From an optimization exercise on the open Yosys and OpenROAD flow, aimed at small area, a short achievable clock period and few clock cycles per item; shortcuts taken in it are not production practice. In this exercise RTL edits were held to simulation tests only and were not proved equivalent to the original. No activity file was given, so power comes from the tool's default toggle rates.

## before
==> flow/design.v (excerpt) <==
module uniform_grid_derivative
(
    input  wire logic                       i_clk,
    input  wire logic                       i_rst_n,
    input  wire logic                       i_cfg_wr_en,
    input  wire logic [ugd_pkg::TOL_W-1:0]           i_cfg_wr_data,
    input  wire logic                       i_in_valid,
    output logic                            o_in_ready,
    input  wire logic signed [ugd_pkg::SAMPLE_W-1:0] i_voltage_sample,
    input  wire logic signed [ugd_pkg::SAMPLE_W-1:0] i_current_sample,
    input  wire logic                       i_sequence_end,
    output logic                            o_out_valid,
    input  wire logic                       i_out_ready,
    output logic signed [ugd_pkg::SAMPLE_W-1:0]      o_derivative,
    output logic [ugd_pkg::ERR_W-1:0]                o_error_code,
    output logic                            o_run_last
);
Settings: LEC_CHECK=0, CAP_MARGIN=20, CORE_MARGIN=2, CORE_UTILIZATION=40, SETUP_SLACK_MARGIN=3.5, SLEW_MARGIN=20, SYNTH_HIERARCHICAL=1; clock period 7.0 ns.
run.sh (not shown) runs the stock make flow with config.mk's settings and CLKGATE_MAP_FILE= SYNTH_SCRIPT=/design/flow/synth_recipe.tcl, a recipe that flattens the netlist after the stock synthesis.
Testbench counts of before, summed over its fixed seeds: cycles 43,827, items 3,235.
#### Input delta (after over before)
# before
export LEC_CHECK = 0
export CAP_MARGIN = 20
export CORE_MARGIN = 2
export CORE_UTILIZATION = 40
export SETUP_SLACK_MARGIN = 3.5
export SLEW_MARGIN = 20
export SYNTH_HIERARCHICAL = 1
create_clock -name core_clock -period 7.0 [get_ports {i_clk}]
# after
export LEC_CHECK = 0
export CAP_MARGIN = 20
export CORE_MARGIN = 2
export CORE_UTILIZATION = 60
export SETUP_SLACK_MARGIN = 2.5
export SLEW_MARGIN = 20
export SYNTH_HIERARCHICAL = 1
create_clock -name core_clock -period 7.0 [get_ports {i_clk}]
### Flow results
Delta (after minus before): global-route usage moved up, final area moved down.
[compare] base=before new=after: non-clock buffer count in the final layout shrank by 50, number of buffers created by CTS decreased by 3 relative to the old numbers, final cell count without fillers has decreased.

---

uniform_grid_derivative, a different RTL version from the one above (not shown whole).
Size in the first run: roughly 2300 cells after synthesis, about 270 flip-flops, roughly 120 I/O pins.
Settings: LEC_CHECK=0, CAP_MARGIN=20, CORE_MARGIN=2, CORE_UTILIZATION=60, PLACE_DENSITY=0.75, SETUP_SLACK_MARGIN=2.5, SLEW_MARGIN=20, SYNTH_HIERARCHICAL=1; clock period 7.0 ns.
The first run completed without violations.
Testbench counts at the start, summed over its fixed seeds: cycles 39,783, items 3,235.
Edit:
PLACE_DENSITY = not set   (was 0.75)
SETUP_SLACK_MARGIN = 2.0   (was 2.5)
The changed run produced a clean layout.
Final area came out lower by a little under a tenth.
Critical path depth goes down by 3.
Die area does not change.
Cell count drops by a few percent.
Utilization decreases by 6.7 points.
Total power came out lower by a little under a tenth.
Combinational power went down by about a fifth.
Routed wire length decreases by roughly a tenth.
Global-route usage fell by 1.9 points.
Sequential power went up by a few percent.
Edit:
SETUP_SLACK_MARGIN = 2.5   (was 2.0)
=> Clock-buffer cell count decreases by 5. Via count climbs by 2.9%. Worst setup slack gains 0.37 ns.

---

== run A ==
uniform_grid_derivative again, from the RTL that the note above started with.
clock: 7.0 ns
lec_check: 0
cap_margin: 20
core_margin: 2
core_utilization: 60
setup_slack_margin: 2.4
slew_margin: 20
synth_hierarchical: 1
Looking at the reports, run A completed the entire flow and the layout it produced met the timing, DRC and antenna checks.
Testbench counts of run A, summed over its fixed seeds: cycles 39,783, items 3,235.
### run A -> run B
diff --git a/flow/config.mk b/flow/config.mk
--- a/flow/config.mk
+++ b/flow/config.mk
@@ -10,3 +10,3 @@
 export CORE_UTILIZATION = 60
-export SETUP_SLACK_MARGIN = 2.4
+export SETUP_SLACK_MARGIN = 3.0
 export SLEW_MARGIN = 20
--- outcome ---
- Relative to run A, clock-buffer cell count has decreased by 13% in run B.
- Diff run A..run B | simple-gate portion of the synthesized area | unchanged
- In run B, final critical-path setup slack is higher than in run A.
- Going from run A to run B, cell count +155; worst-case hold slack +7.8 ps; fraction of met1 tracks used by global routing +2.8 points; power density over the cells -1.3 mW/mm2.
- met4 as the uppermost layer routed was reported by run B, and met5 by run A.
- Proportion of cell area occupied by registers: run B and run A compared, lower one is run B
- Capture point of the worst path = r_rem[16]$_DFFE_PP_: run A; capture point of the worst path = r_q[0]$_DFFE_PP_: run B
- Total of cells resized after clock tree synthesis was lower in the run labelled run A.

---

uniform_grid_derivative again, from the RTL that the note above started with.
Settings: LEC_CHECK=0, CAP_MARGIN=20, CORE_MARGIN=2, CORE_UTILIZATION=60, SETUP_SLACK_MARGIN=2.25, SLEW_MARGIN=20, SYNTH_HIERARCHICAL=1; clock period 7.0 ns.
Testbench counts at the start, summed over its fixed seeds: cycles 39,783, items 3,235.
Rerun with:
TNS_END_PERCENT = 10   (was default)
Effect:
- wire length shrinks slightly
- via count grows slightly
- non-clock buffer count grows by 17
- sequential power barely changes
- design area grows slightly
- total power shrinks slightly
- sequential share of layout area is about the same
- worst setup slack loses 0.064 ns
- global-route usage shrinks by 0.50 points
- hold slack loses 0.010 ns
- synthesized area stays the same

-- static timing again, ports no longer ideal --
No port has a modelled driver above. Below, the same layouts with a new extraction and two added sets of constraints.
Step 1: set_driving_cell puts a clkbuf_16 on i_clk and a buf_2 on each other input, an assumption about the parent block.
Step 2 also shifts input and output timing later by t, the mid clock arrival at the registers, as if the neighbouring blocks saw the same clock.
Slacks: ideal ports / drivers / drivers and shift; pairs: ideal ports / drivers.
run	shift t [ns]	setup slack, ns	cell pins on the clock port's net
before	0.637	2.233 / 2.233 / 1.662	1
after	0.615	2.243 / 2.250 / 1.665	1
the first run of note 2	0.599	2.284 / 2.284 / 1.878	1
the second run of note 2	0.661	2.104 / 2.137 / 1.476	1
the third run of note 2	0.641	2.473 / 2.473 / 1.879	1
run A	0.651	2.454 / 2.456 / 1.836	1
run B	0.654	2.596 / 2.596 / 2.076	1
the first run of note 4	0.645	2.370 / 2.405 / 1.760	1
the second run of note 4	0.645	2.306 / 2.340 / 1.694	1
After both steps every run listed still meets setup and hold. For the second run of note 2, which loses most, drivers alone change the setup slack by +0.033 ns; drivers and shift together by -0.628 ns.
